This design comes from an exercise in tuning for small area on the open sky130 flow, not from production work.
In this exercise RTL edits were held to simulation tests only and were not proved equivalent to the original.
Power is estimated from default activity; no workload was simulated. No driver is modelled on the clock port, so clocking that relies on it looks cheaper here than on a real chip.

==> design.v <==
package tl_ul_pkg;
	parameter int tl_addr_w   = 32;             
	parameter int tl_data_w   = 64;             
	parameter int tl_strb_w   = tl_data_w / 8;  
	parameter int tl_source_w = 3;              
	parameter int tl_sink_w   = 3;              
	parameter int tl_opcode_w = 3;
	parameter int tl_param_w  = 3;              
	parameter int tl_size_w   = 8;              
	parameter int tl_beat_size = 3;
	typedef enum logic [tl_opcode_w-1:0] {
		put_full_data    = 3'd0,
		put_partial_data = 3'd1,
		arithmetic_data  = 3'd2,  
		logical_data     = 3'd3,  
		get              = 3'd4,
		intent           = 3'd5,  
		acquire_block    = 3'd6,  
		acquire_perm     = 3'd7   
	} a_opcode_e;
	typedef enum logic [tl_opcode_w-1:0] {
		access_ack      = 3'd0,
		access_ack_data = 3'd1
	} d_opcode_e;
	typedef enum logic [1:0] {
		st_idle,     
		st_access,   
		st_respond   
	} slave_state_e;
endpackage
`timescale 1ns/10ps
import tl_ul_pkg::*;
module tl_slave_fsm #(
	parameter int DEPTH = 64
) (
	input  logic clk,
	input  logic rst,
	input  logic a_valid,
	input  logic d_ready,
	output logic a_ready,
	output logic d_valid,
	input  logic [$clog2(DEPTH)-1:0] idx,   
	output logic                     clr,   
	output logic                     hit    
);
	localparam int idx_w = $clog2(DEPTH);
	logic [idx_w-1:0] ptr;    
	logic             pend;
	logic             first;  
	always_ff @(posedge clk or posedge rst) begin
		if (rst) begin
			ptr  <= '1;
			clr  <= 1'b1;
			first <= 1'b1;
			pend <= 1'b0;
			d_valid <= 1'b0;
		end else begin
			ptr   <= ptr + 1'b1;
			first <= 1'b0;
			if (ptr == idx_w'(DEPTH-1) && !first)
				clr <= 1'b0;
			if (a_valid & a_ready)
				pend <= 1'b1;
			else if (hit)
				pend <= 1'b0;
			if (hit)
				d_valid <= 1'b1;
			else if (d_ready)
				d_valid <= 1'b0;
		end
	end
	assign hit     = pend & (ptr == idx);
	assign a_ready = ~(clr | pend | d_valid);
endmodule
`timescale 1ns/10ps
import tl_ul_pkg::*;
module tl_request_decode #(
	parameter int DEPTH = 64
) (
	input  logic                       clk,
	input  logic                       load,   
	input  logic                       hit,
	input  logic                       clr,
	input  logic [tl_opcode_w-1:0]     a_opcode,
	input  logic [tl_addr_w-1:0]       a_address,
	input  logic [tl_size_w-1:0]       a_size,
	input  logic [tl_strb_w-1:0]       a_mask,
	input  logic [tl_data_w-1:0]       a_data,
	input  logic [tl_source_w-1:0]     a_source,
	output logic [$clog2(DEPTH)-1:0]   idx,
	input  logic [tl_data_w-1:0]       head,
	output logic [tl_strb_w-1:0]       strb,
	output logic [tl_data_w-1:0]       wdata,
	output logic [tl_opcode_w-1:0]     d_opcode,
	output logic [tl_param_w-1:0]      d_param,
	output logic [tl_size_w-1:0]       d_size,
	output logic [tl_sink_w-1:0]       d_sink,
	output logic [tl_source_w-1:0]     d_source,
	output logic [tl_data_w-1:0]       d_data,
	output logic                       d_error
);
	localparam int idx_w  = $clog2(DEPTH);
	localparam int idx_lo = tl_beat_size;
	logic is_full, is_partial, is_get, good;
	logic get_q;
	logic [tl_strb_w-1:0] mask_q;   
	logic [tl_data_w-1:0] buf_q;
	assign is_full    = (a_opcode == put_full_data);
	assign is_partial = (a_opcode == put_partial_data);
	assign is_get     = (a_opcode == get);
	assign good       = (a_size == tl_size_w'(tl_beat_size))
	                  & (a_address[tl_addr_w-1:idx_lo+idx_w] == '0);
	always_ff @(posedge clk) begin
		if (load) begin
			idx      <= a_address[idx_lo +: idx_w];
			mask_q   <= (good & is_full) ? '1 : (good & is_partial) ? a_mask : '0;
			get_q    <= good & is_get;
			d_error  <= ~(good & (is_full | is_partial | is_get));
			d_size   <= a_size;
			d_source <= a_source;
		end
	end
	logic sel_a, sel_h, sel_q;
	assign sel_a = load;
	assign sel_h = hit & get_q;
	assign sel_q = ~(load | sel_h | clr);
	always_ff @(posedge clk) begin
		buf_q <= ({tl_data_w{sel_a}} & a_data)
		       | ({tl_data_w{sel_h}} & head)
		       | ({tl_data_w{sel_q}} & buf_q);
	end
	assign strb  = {tl_strb_w{clr}} | ({tl_strb_w{hit}} & mask_q);
	assign wdata = buf_q;
	assign d_opcode = get_q ? access_ack_data : access_ack;
	assign d_data   = buf_q;
	assign d_param  = '0;
	assign d_sink   = '0;
endmodule
`timescale 1ns/10ps
import tl_ul_pkg::*;
module tl_byte_mem #(
	parameter int DEPTH = 64
) (
	input  logic                 clk,
	input  logic [tl_strb_w-1:0] strb,   
	input  logic [tl_data_w-1:0] wdata,
	output logic [tl_data_w-1:0] head    
);
	logic [DEPTH-1:0][tl_data_w-1:0] ring;
	logic [tl_data_w-1:0]            tail;
	always_comb begin
		for (int b = 0; b < tl_strb_w; b++)
			tail[8*b +: 8] = strb[b] ? wdata[8*b +: 8] : ring[0][8*b +: 8];
	end
	always_ff @(posedge clk) begin
		ring <= {tail, ring[DEPTH-1:1]};
	end
	assign head = ring[0];
endmodule
`timescale 1ns/10ps
import tl_ul_pkg::*;
module tl_ul_slave_top #(
	parameter int DEPTH = 64  
) (
	input  logic                   clk,
	input  logic                   rst,
	input  logic                   a_valid,
	output logic                   a_ready,
	input  logic [tl_opcode_w-1:0] a_opcode,
	input  logic [tl_param_w-1:0]  a_param,    
	input  logic [tl_addr_w-1:0]   a_address,
	input  logic [tl_size_w-1:0]   a_size,
	input  logic [tl_strb_w-1:0]   a_mask,
	input  logic [tl_data_w-1:0]   a_data,
	input  logic [tl_source_w-1:0] a_source,
	output logic                   d_valid,
	input  logic                   d_ready,
	output logic [tl_opcode_w-1:0] d_opcode,
	output logic [tl_param_w-1:0]  d_param,
	output logic [tl_size_w-1:0]   d_size,
	output logic [tl_sink_w-1:0]   d_sink,
	output logic [tl_source_w-1:0] d_source,
	output logic [tl_data_w-1:0]   d_data,
	output logic                   d_error
);
	logic                     clr;
	logic                     hit;
	logic [$clog2(DEPTH)-1:0] idx;
	logic [tl_strb_w-1:0]     strb;
	logic [tl_data_w-1:0]     wdata;
	logic [tl_data_w-1:0]     head;
	tl_slave_fsm #(.DEPTH(DEPTH)) u_fsm (
		.clk     (clk),
		.rst     (rst),
		.a_valid (a_valid),
		.d_ready (d_ready),
		.a_ready (a_ready),
		.d_valid (d_valid),
		.idx     (idx),
		.clr     (clr),
		.hit     (hit)
	);
	tl_request_decode #(.DEPTH(DEPTH)) u_decode (
		.clk       (clk),
		.load      (a_ready),
		.hit       (hit),
		.clr       (clr),
		.a_opcode  (a_opcode),
		.a_address (a_address),
		.a_size    (a_size),
		.a_mask    (a_mask),
		.a_data    (a_data),
		.a_source  (a_source),
		.idx       (idx),
		.head      (head),
		.strb      (strb),
		.wdata     (wdata),
		.d_opcode  (d_opcode),
		.d_param   (d_param),
		.d_size    (d_size),
		.d_sink    (d_sink),
		.d_source  (d_source),
		.d_data    (d_data),
		.d_error   (d_error)
	);
	tl_byte_mem #(.DEPTH(DEPTH)) u_mem (
		.clk   (clk),
		.strb  (strb),
		.wdata (wdata),
		.head  (head)
	);
endmodule
==> flow/run.sh <==
#!/bin/bash
# Own flow: the standard ORFS layout (standard.sh, unchanged synthesis) with
#  - the smallest buffer on every port instead of ORFS's default choice,
#  - clock tree synthesis without dummy loads, with larger sink clusters.
set -euo pipefail
export BUFFER_PORTS_ARGS="-buffer_cell sky130_fd_sc_hd__buf_1"
export CTS_ARGS="-sink_clustering_enable -repair_clock_nets -dont_use_dummy_load -buf_list sky130_fd_sc_hd__clkbuf_16 -sink_clustering_size ${CTS_SIZE:-36} -sink_clustering_max_diameter ${CTS_DIAM:-70}"
bash standard.sh > standard_flow.log 2>&1
==> standard.sh <==
#!/bin/bash
# synth_recipe.tcl (not shown) runs the flow's synth.tcl, then flattens the netlist and writes it again
# the make line also repeats each setting of config.mk as NAME=value (left out here)
make -C /OpenROAD-flow-scripts/flow DESIGN_CONFIG=/design/flow/config.mk WORK_HOME=/design/flow/orfs CLKGATE_MAP_FILE= SYNTH_SCRIPT=/design/flow/synth_recipe.tcl "${@:-finish}"
==> config.mk <==
export PLATFORM = sky130hd
export DESIGN_NAME = tl_ul_slave_top
export DESIGN_NICKNAME = tl_ul_slave_top
export VERILOG_FILES = /design/flow/design.v
export SDC_FILE = /design/flow/constraint.sdc
export NUM_CORES = 4
export LEC_CHECK = 0
export CAP_MARGIN = 20
export CORE_MARGIN = 2
export CORE_UTILIZATION = 72
export SLEW_MARGIN = 20
==> constraint.sdc <==
create_clock -name core_clock -period 5.5 [get_ports {clk}]
set_input_delay 1.1000 -clock core_clock [delete_from_list [all_inputs] [get_ports {clk}]]
set_output_delay 1.1000 -clock core_clock [all_outputs]
set_load 0.01 [all_outputs]
==> results.py, run 1 <==
metrics = {
    "run_status": {
        "status": "complete, no violations",
    },
    "sta": {
        "worst_slew_pin_slew_ps": 1080,
        "fin_setup_tns_ps": 0,
        "slew_violations": 0,
        "hold_viol_final": 0,
        "rsz0062_at_grt": "no",
        "timing.hold.ws_ps": 262,
        "setup_viol": 0,
        "finClkSkew_ps": 53.8,
        "timing.fmax_mhz": 308,
        "slew-limit-headroom_pct": 27.7,
        "min_period_ps": 3250,
        "fin_crit_sh_pct": 59.1,
    },
    "setup_path": {
        "cp.arrival_ps": 3870,
        "regToRegEndpoint": "u_decode.buf_q[4]$_DFF_P_",
        "worst-path-stages": 5,
        "required_ps": 6120,
        "cp_slowest_cell": "nor2_4",
        "rrSetupSlack_ps": 2250,
        "crit_path_start_kind": "flop",
        "critPathTopFamily": "simple AND/OR/NAND/NOR gates",
        "crit_start": "u_fsm.pend$_DFFE_PP0P_",
        "slowest_delay_ps": 930,
        "crit_buf_inv": 1,
        "critPathKind": "flop to flop",
        "r2r_cells": 5,
        "critPathMaxFanout": 33,
        "crit_path_end": "u_decode.buf_q[4]$_DFF_P_",
        "critical_path.cell_chain": "and2_1 > nand3_2 > nor2_4 > buf_16 > o211ai_1",
        "r2r_start": "u_fsm.pend$_DFFE_PP0P_",
        "critPathCaptureType": "flop",
    },
    "placement": {
        "numPortBuffers": 197,
        "dpl.hpwl_mm": 58.7,
        "routabilityCongestion": 0.775,
    },
    "cells_and_area": {
        "drive_gt1_share_pct": 4.82,
        "fin_nets": 5041,
        "area_growth_pct": 7.22,
        "final_common_cell": "dfxtp_1",
        "n_fill_cell": 6635,
        "final_util_pct": 77.8,
        "layout_common_cells": "dfxtp_1, buf_1, clkbuf_16",
    },
    "global_routing": {
        "gr-total-overflow": 0,
        "grt_max_degree": 53,
        "grt_pass1_vias": 28900,
        "gr-usage-all-layers_pct": 17.1,
        "grt_pass1_wl_mm": 160,
        "antenna_found_initial": 26,
    },
    "route": {
        "drt-initial-drc-count": 1694,
        "ant_nets": 0,
        "drc": 0,
        "totalWireLength_mm": 105,
        "wl_per_cell_um": 16.1,
        "dr.pass1.iters": 5,
        "vias": 29200,
        "vias_per_cell": 4.47,
    },
    "synth": {
        "synth.avg_cell_area_um2": 18.9,
        "synthMuxAreaShare_pct": 0.828,
        "synthCells": 4606,
        "synthSimpleGateAreaFrac_pct": 0.839,
        "synthAdderAreaFrac_pct": 0.0144,
        "ys_warn_count": 3,
        "synth_area_mm2": 0.0870,
        "yosysSeqAreaShare_pct": 96.9,
        "yosysUniqueCellTypes": 37,
        "synth_top_family_by_area": "compound AO/OA/AOI/OAI gates",
        "ys_ff_latch": 4197,
        "synth-compound-area-share_pct": 0.993,
        "synth_xor_area_share_pct": 0.101,
    },
    "die": {
        "fp.coreArea_mm2": 0.120,
        "rows": 127,
        "ioPinCount": 212,
        "die_y_um": 352,
        "fp.dieW_um": 352,
        "start_util_pct": 72.6,
        "die_area_mm2": 0.124,
    },
    "pwr": {
        "vdd.ir_drop.worst_mv": 0.435,
        "p_leak_nw": 36.8,
        "powerDensity_mw_per_mm2": 484,
    },
    "clocking": {
        "htree_levels": 4,
        "clk_latency_ps": 790,
        "cts_tree": "built",
        "clkSinkCount": 4197,
        "cts-root-buf": "clkbuf_16",
        "cts_hold_buf": 0,
        "clockBufferDepth": 3,
        "post_cts.repair.setup_buffers": 0,
        "clk_pin_slew_ps": 110,
        "cts_buffers": 144,
        "cts_resized": 0,
    },
    "flow_run": {
        "drv_cap": 0,
    },
    "min_path": {
        "hp-class": "flop to flop",
    },
}
## power by group
group / leakage, nW / switching, mW / internal [mW]
sequential: 33.9 / 0.332 / 30.9
clock: 1.77 / 7.88 / 4.76
combinational: 1.19 / 0.872 / 0.399
## logic make-up after synthesis
family / count (synthesis)
flops: 4197
xor+xnor: 10
fa+ha+maj: 1
simple gates: 158
compound gates: 116
mux: 64
buf+inv: 59
other cells: 1
## through the flow
stage	setup slack, ps	cell area (um^2)	power [mW]	std cells
detailed placement	1910	89700	33.2	6380
global route	2160	93300	46.6	6530
floorplan	2410	87100	32.5	4614
finish	2250	93300	45.2	6535
global placement	2040	89700	33.2	6380
CTS	1980	93300	45.5	6524
## registers in the layout, summed over array words and instances (netlist names), 3 cells and up
signal / flops
u_mem.ring: 4096
u_decode.buf_q: 64
u_decode.d_size: 8
u_decode.mask_q: 8
u_decode.idx: 6
u_fsm.ptr: 6
u_decode.d_source: 3
## worst min-delay path by stage
stage	startpoint	end	cells past startpoint
2_1_floorplan	u_mem.ring[64]$_DFF_P_	u_mem.ring[0]$_DFF_P_	0
3_3_place_gp	u_mem.ring[3834]$_DFF_P_	u_mem.ring[3770]$_DFF_P_	0
3_5_place_dp	u_mem.ring[1170]$_DFF_P_	u_mem.ring[1106]$_DFF_P_	0
4_1_cts	u_mem.ring[2748]$_DFF_P_	u_mem.ring[2684]$_DFF_P_	0
5_1_grt	u_mem.ring[2748]$_DFF_P_	u_mem.ring[2684]$_DFF_P_	0
6_report	u_mem.ring[2748]$_DFF_P_	u_mem.ring[2684]$_DFF_P_	0
## routing by layer
layer	track usage, %	part of all wire [%]
met2	22.4	38
met4	6.92	3.4
met3	4.47	5.1
met1	27.0	54
met5	0	0.10
## synth_stat cells (all sizes together)
cell    number  share of area, %
a211o        1             0.010
a21oi       40              0.23
a22o         1             0.010
a22oi       32              0.28
a41oi        8              0.18
and2         2             0.014
and3         1            0.0072
and4         1             0.010
buf         17              0.14
clkbuf      31              0.13
conb         1            0.0043
dfrtp        2             0.057
dfstp        8              0.24
dfxtp     4160                96
edfxtp      27              0.93
ha           1             0.014
inv         11             0.047
mux2        64              0.83
nand2       68              0.29
nand3       36              0.21
nand4        3             0.022
nor2         4             0.017
nor3        33              0.19
nor4         7             0.050
nor4b        1             0.010
nor4bb       1             0.011
o211ai      32              0.28
o21ai        1            0.0057
o31a         1             0.010
or3          1            0.0072
xnor2        8             0.080
xor2         2             0.020
## final cells by class
type	count	area, um^2	share of cell area (%)
Multi-Input combinational cell	358	2490	2.66
Clock buffer	144	3600	3.86
Sequential cell	4197	84400	90.4
Timing Repair Buffer	203	805	0.862
Tap cell	1612	2020	2.16
Antenna cell	10	25.0	0.0268
Inverter	11	41.3	0.0442
==> inputs of run 2 (changes only) <==
--- a/config.mk
+++ b/config.mk
@@ -8,4 +8,4 @@
 export CAP_MARGIN = 20
 export CORE_MARGIN = 2
-export CORE_UTILIZATION = 72
+export CORE_UTILIZATION = 55
 export SLEW_MARGIN = 20
==> results.py, run 2 <==
metrics = {
    "run_status": {
        "status": "complete, no violations",
    },
    "synth": {
        "synth-async-reset-ratio_pct": 0.238,
        "synth.avg_cell_area_um2": 18.9,
        "synth_most_common_cell": "dfxtp_1",
        "ys_ff_latch": 4197,
        "ys_warn_count": 3,
        "yosys-top-cells-count": "dfxtp_1, nand2_1, mux2_2",
        "yosysUniqueCellTypes": 37,
        "synth_edf_count": 27,
        "synth_top_flop_cell": "dfxtp_1",
        "synth_top_area_share_pct": 95.7,
        "synth_area_mm2": 0.0870,
        "synth_area_leaders": "dfxtp_1, edfxtp_1, mux2_2",
        "yosysSeqAreaShare_pct": 96.9,
        "synth_area_leader_cell": "dfxtp_1",
        "synthCells": 4606,
    },
    "route": {
        "totalWireLength_mm": 101,
        "vias": 29100,
        "ant_nets": 0,
        "dr.pass1.iters": 5,
        "vias_per_cell": 4.17,
        "wl_per_cell_um": 14.5,
        "drc": 0,
        "drt-initial-drc-count": 1502,
    },
    "sta": {
        "fin_crit_sh_pct": 61.6,
        "slew-limit-headroom_pct": 23.8,
        "worst_slew_pin_slew_ps": 1140,
        "slew_violations": 0,
        "timing.fmax_mhz": 295,
        "setup_viol": 0,
        "min_period_ps": 3390,
        "fin_setup_tns_ps": 0,
        "rsz0062_at_grt": "no",
        "hold_viol_final": 0,
        "finClkSkew_ps": 71.4,
    },
    "clocking": {
        "clockBufferDepth": 3,
        "clk_latency_ps": 800,
        "cts-root-buf": "clkbuf_16",
        "post_cts.repair.setup_buffers": 0,
        "cts_buffers": 144,
        "cts_hold_buf": 0,
        "cts_tree": "built",
        "clkSinkCount": 4197,
        "cts_resized": 0,
        "clk_pin_slew_ps": 120,
        "htree_levels": 4,
    },
    "die": {
        "ioPinCount": 212,
        "die_area_mm2": 0.161,
        "fp.coreArea_mm2": 0.157,
        "rows": 145,
        "die_y_um": 402,
        "start_util_pct": 55.5,
        "fp.dieW_um": 402,
    },
    "cells_and_area": {
        "top_register": "u_mem.ring",
        "area_growth_pct": 7.85,
        "drive_gt1_share_pct": 4.84,
        "n_fill_cell": 11600,
        "seq_area_mm2": 0.0844,
        "final_common_cell": "dfxtp_1",
        "layout_common_cells": "dfxtp_1, buf_1, clkbuf_16",
        "stdcell_count": 6981,
        "largest_reg_flops": 4096,
        "fin_nets": 5043,
        "multi_input_area_mm2": 0.00249,
        "top_regs": "u_mem.ring (4096), u_decode.buf_q (64)",
    },
    "global_routing": {
        "grt_max_degree": 72,
        "antenna_found_initial": 24,
        "grt_pass1_wl_mm": 159,
        "gr-usage-all-layers_pct": 12.6,
        "grt_pass1_vias": 28400,
        "gr-total-overflow": 0,
    },
    "pwr": {
        "p_sw_share_pct": 20.1,
        "p_leak_nw": 36.8,
        "vdd.ir_drop.worst_mv": 0.338,
        "seq_power_share_pct": 69.2,
        "power_frac_comb_pct": 2.8,
        "p_int_mw": 36.1,
        "powerDensity_mw_per_mm2": 481,
        "switching_power_mw": 9.07,
        "pwr-share-clk_pct": 28.0,
    },
    "flow_run": {
        "drv_cap": 0,
    },
    "setup_path": {
        "r2r_cells": 4,
        "crit_path_start_kind": "flop",
        "critPathKind": "flop to flop",
        "critPathMaxFanout": 33,
        "required_ps": 6180,
        "critPathCaptureType": "flop",
        "cp.arrival_ps": 4070,
    },
    "placement": {
        "dp_cells": 6829,
        "numPortBuffers": 197,
        "dpl.hpwl_mm": 56.8,
        "routabilityCongestion": 0.741,
    },
    "min_path": {
        "hp-class": "flop to flop",
        "min_path_cells": 0,
    },
}
[run 2: cells by family (layout without fill, tap and decap cells)]
| kind of cell | after synthesis | count (layout) | share of synthesized area, % |
|---|---|---|---|
| flip-flops | 4197 | 4197 | 96.9 |
| AND/OR/NAND/NOR | 158 | 158 | 0.839 |
| adder cells (fa/ha/maj) | 1 | 1 | 0.0144 |
| AO/OA/AOI/OAI | 116 | 116 | 0.993 |
| buffers and inverters | 59 | 360 | 0.316 |
| XOR/XNOR | 10 | 10 | 0.101 |
| other | 1 | 17 | 0.00431 |
| multiplexers | 64 | 64 | 0.828 |
[run 2: final timing paths]
kind	slack [ps]	start	endpoint
worst max-delay path	2110	u_fsm.pend$_DFFE_PP0P_	u_decode.buf_q[59]$_DFF_P_
worst min-delay path	250	u_mem.ring[2792]$_DFF_P_	u_mem.ring[2728]$_DFF_P_
worst max register to register	2110	u_fsm.pend$_DFFE_PP0P_	u_decode.buf_q[59]$_DFF_P_
worst min register to register	250	u_mem.ring[2792]$_DFF_P_	u_mem.ring[2728]$_DFF_P_
max in group asynchronous	4840	rst	u_fsm.clr$_DFFE_PP1P_
min in group asynchronous	280	rst	u_fsm.d_valid$_DFFE_PP0P_
[run 2: routing by layer]
metal | vias up | global-route usage, % | routed length [um]
li1 | 14800 | - | -
met1 | 13700 | 20.0 | 54400
met2 | 356 | 15.5 | 35100
met3 | 206 | 4.61 | 8430
met4 | 26 | 4.48 | 3200
met5 | - | 0 | 167
[run 2: critical path, cell delays in order, from the launching register on]
cell	delay, ps
dfrtp_1	790
and2_1	250
and3_2	920
nand2_2	920
a21oi_1	370
[run 2: stage by stage]
stage                     hold WS [ps]  setup WS [ps]  cell area [um^2]  util [%]  power (mW)
after floorplan                    310           2410             87100         -        32.5
after global placement             310           2120             90300      57.6        33.2
after detailed placement           312           2040             90300      57.6        33.2
after CTS                          202           2000             93900      59.9        45.7
after global routing               226           1930             93900      59.9        46.9
final                              253           2110             93900      59.9        45.2
[run 2: cell type report]
| cell class | count | share of cell area, % |
|---|---|---|
| inverters | 11 | 0.0440 |
| flip-flops and latches | 4197 | 89.8 |
| multi-input cells | 358 | 2.65 |
| clock buffers | 144 | 3.84 |
| diodes | 8 | 0.0213 |
| repair buffers | 205 | 0.852 |
| well taps | 2058 | 2.74 |
[run 2: power groups by stage]
stage / Sequential [mW] / Combinational (mW) / Clock (mW)
finish: 31.2 / 1.27 / 12.6
global route: 31.3 / 1.39 / 14.2
CTS: 31.3 / 1.29 / 13.1
detailed placement: 31.9 / 1.28 / 0
global placement: 31.9 / 1.26 / 0
floorplan: 31.9 / 0.606 / 0
==> inputs of run 3 (changes only) <==
--- a/config.mk
+++ b/config.mk
@@ -6,6 +6,7 @@
 export NUM_CORES = 4
 export LEC_CHECK = 0
+export ABC_AREA = 1
 export CAP_MARGIN = 20
 export CORE_MARGIN = 2
-export CORE_UTILIZATION = 55
+export CORE_UTILIZATION = 65
 export SLEW_MARGIN = 20
==> results.py, run 3 <==
metrics = {
    "run_status": {
        "status": "complete, no violations",
    },
    "pwr": {
        "p_sw_share_pct": 20.1,
        "vdd.ir_drop.worst_mv": 0.350,
        "p_int_mw": 35.9,
        "power_frac_comb_pct": 2.6,
        "p_total_mw": 44.9,
        "pwr-share-clk_pct": 28.1,
        "powerDensity_mw_per_mm2": 479,
        "p_leak_nw": 37.4,
        "seq_power_share_pct": 69.3,
        "switching_power_mw": 9.00,
    },
    "setup_path": {
        "crit_path_start_kind": "flop",
        "r2r_start": "u_fsm.pend$_DFFE_PP0P_",
        "crit_start": "u_fsm.pend$_DFFE_PP0P_",
        "required_ps": 4400,
        "rrSetupSlack_ps": 2300,
        "regToRegEndpoint": "u_mem.ring[4032]$_DFF_P_",
        "critPathCaptureType": "primary output",
        "crit_path_end": "a_ready",
        "r2r_cells": 5,
        "critPathKind": "flop to primary output",
        "cp.arrival_ps": 2790,
        "critPathMaxFanout": 42,
    },
    "cells_and_area": {
        "multi_input_area_mm2": 0.00271,
        "fin_nets": 5243,
        "top_regs": "u_mem.ring (4096), u_decode.buf_q (64)",
        "layout_common_cells": "dfxtp_1, nand2_1, nand3_1",
        "top_register": "u_mem.ring",
        "drive_gt1_share_pct": 3.50,
        "n_fill_cell": 8735,
        "largest_reg_flops": 4096,
        "seq_area_mm2": 0.0844,
        "area_growth_pct": 7.29,
        "final_common_cell": "dfxtp_1",
    },
    "synth": {
        "synth.avg_cell_area_um2": 18.1,
        "synth_most_common_cell": "dfxtp_1",
        "synth-async-reset-ratio_pct": 0.238,
        "synthCells": 4816,
        "synth_edf_count": 27,
        "ys_warn_count": 3,
        "synth_area_leaders": "dfxtp_1, nand3_1, nand2_1",
        "yosys-top-cells-count": "dfxtp_1, nand2_1, nand3_1",
        "synth_top_flop_cell": "dfxtp_1",
        "synth_area_mm2": 0.0874,
        "ys_ff_latch": 4197,
        "synth_top_area_share_pct": 95.3,
        "yosysSeqAreaShare_pct": 96.6,
        "yosysUniqueCellTypes": 28,
        "synth_area_leader_cell": "dfxtp_1",
    },
    "sta": {
        "slew_violations": 0,
        "slew-limit-headroom_pct": 26.4,
        "timing.fmax_mhz": 257,
        "fin_crit_sh_pct": 70.7,
        "fin_setup_tns_ps": 0,
        "min_period_ps": 3890,
        "timing.hold.ws_ps": 294,
        "rsz0062_at_grt": "no",
        "setup_viol": 0,
        "worst_slew_pin_slew_ps": 1100,
        "hold_viol_final": 0,
        "finClkSkew_ps": 47.2,
    },
    "global_routing": {
        "grt_pass1_vias": 29100,
        "gr-usage-all-layers_pct": 14.8,
        "gr-total-overflow": 0,
        "grt_max_degree": 54,
        "grt_pass1_wl_mm": 159,
        "antenna_found_initial": 20,
    },
    "placement": {
        "routabilityCongestion": 0.766,
        "dpl.hpwl_mm": 55.5,
        "numPortBuffers": 197,
    },
    "route": {
        "ant_nets": 0,
        "vias": 30100,
        "drc": 0,
        "drt-initial-drc-count": 1696,
        "vias_per_cell": 4.38,
        "wl_per_cell_um": 14.6,
        "totalWireLength_mm": 101,
        "dr.pass1.iters": 7,
    },
    "clocking": {
        "cts_buffers": 143,
        "clockBufferDepth": 3,
        "clkSinkCount": 4197,
        "cts_resized": 0,
        "cts-root-buf": "clkbuf_16",
        "htree_levels": 4,
        "post_cts.repair.setup_buffers": 0,
        "cts_hold_buf": 0,
        "cts_tree": "built",
        "clk_pin_slew_ps": 120,
        "clk_latency_ps": 790,
    },
    "die": {
        "rows": 134,
        "die_area_mm2": 0.137,
        "start_util_pct": 65.5,
        "die_y_um": 371,
        "fp.coreArea_mm2": 0.133,
        "fp.dieW_um": 371,
        "ioPinCount": 212,
    },
    "flow_run": {
        "drv_cap": 0,
    },
    "min_path": {
        "hp-class": "flop to flop",
    },
}
## run 3: how the worst min path moves through the flow
stage | startpoint | to | slack, ps | cells past startpoint
2_1_floorplan | u_mem.ring[64]$_DFF_P_ | u_mem.ring[0]$_DFF_P_ | 310 | 0
3_3_place_gp | u_mem.ring[190]$_DFF_P_ | u_mem.ring[126]$_DFF_P_ | 310 | 0
3_5_place_dp | u_mem.ring[1295]$_DFF_P_ | u_mem.ring[1231]$_DFF_P_ | 310 | 0
4_1_cts | rst | u_fsm.pend$_DFFE_PP0P_ | 300 | 2
5_1_grt | u_mem.ring[129]$_DFF_P_ | u_mem.ring[65]$_DFF_P_ | 300 | 0
6_report | u_mem.ring[129]$_DFF_P_ | u_mem.ring[65]$_DFF_P_ | 290 | 0
## run 3: power groups by stage
stage | combinational [mW] | sequential [mW] | clock [mW]
after floorplan | 0.569 | 31.8 | 0
after global placement | 1.15 | 31.8 | 0
after detailed placement | 1.18 | 31.8 | 0
after CTS | 1.18 | 31.1 | 13.0
after global routing | 1.28 | 31.1 | 14.0
final | 1.17 | 31.1 | 12.6
## run 3: stage by stage
stage                     worst slack, ps  std cells  utilization, %  cell area [um^2]
after floorplan                      2720       4824               -             87400
after global placement               2320       6740            67.5             90100
after detailed placement             2260       6740            67.5             90100
after CTS                            1570       6883            70.2             93700
after global routing                 1470       6883            70.2             93700
final                                1610       6886            70.2             93700
## run 3: critical path, cell delays in order (launching register included)
cell and delay [ps]:
dfrtp_4 630, nor2_1 500, nand2_1 180, inv_4 470, buf_1 200
## run 3: final cells by class
class | instances | share of cell area, %
tap | 1768 | 2.36
clock buffer | 143 | 3.82
antenna | 3 | 0.00801
inverter | 14 | 0.0601
multi-input combinational | 555 | 2.89
timing repair buffer | 206 | 0.861
sequential | 4197 | 90.0
## run 3: cell families after synthesis
logic type | after synthesis | synth area share, %
other | 1 | 0.00429
AOI/OAI and AO/OA | 5 | 0.0358
DFF | 4197 | 96.6
and+or+nand+nor | 531 | 2.89
xor gates and xnor gates | 9 | 0.0902
buffers and inverters | 72 | 0.410
adders and majority gates | 1 | 0.0143
## run 3: layer usage
metal | wire [um] | GRT usage, % | part of all wire (%)
met1 | 56100 | 24.3 | 56
met2 | 35500 | 18.5 | 35
met3 | 6130 | 4.03 | 6.1
met4 | 2800 | 5.32 | 2.8
met5 | 115 | 0 | 0.11

==> afterwards: timing with drivers on the ports <==
No port has a modelled driver above. Below, the same layouts with a new extraction and two added sets of constraints. Step 1 assumes that a clkbuf_16 drives the clock port and a buf_2 every other input. Step 2, shift: input delay + t, output delay - t, t = (earliest + latest rising clock arrival at the registers) / 2. This alone moves slack from input paths to output paths. Slacks: no drivers / after step 1 / after step 2; pairs: no drivers / after step 1.
| run | t (ns) | setup slack, ns | clock arrival spread, ns | worst register clock-pin slew, ns | worst data-port slew with drivers (ns) |
|---|---|---|---|---|---|
| run 1 | 0.839 | 2.249 / 2.249 / 2.249 | 0.060 / 0.060 | 0.12 / 0.12 | 0.20 |
| run 2 | 0.830 | 2.113 / 2.113 / 2.113 | 0.097 / 0.097 | 0.12 / 0.12 | 0.21 |
| run 3 | 0.846 | 1.612 / 1.535 / 2.299 | 0.047 / 0.048 | 0.12 / 0.12 | 0.19 |
After both steps setup and hold are still met in every run listed.
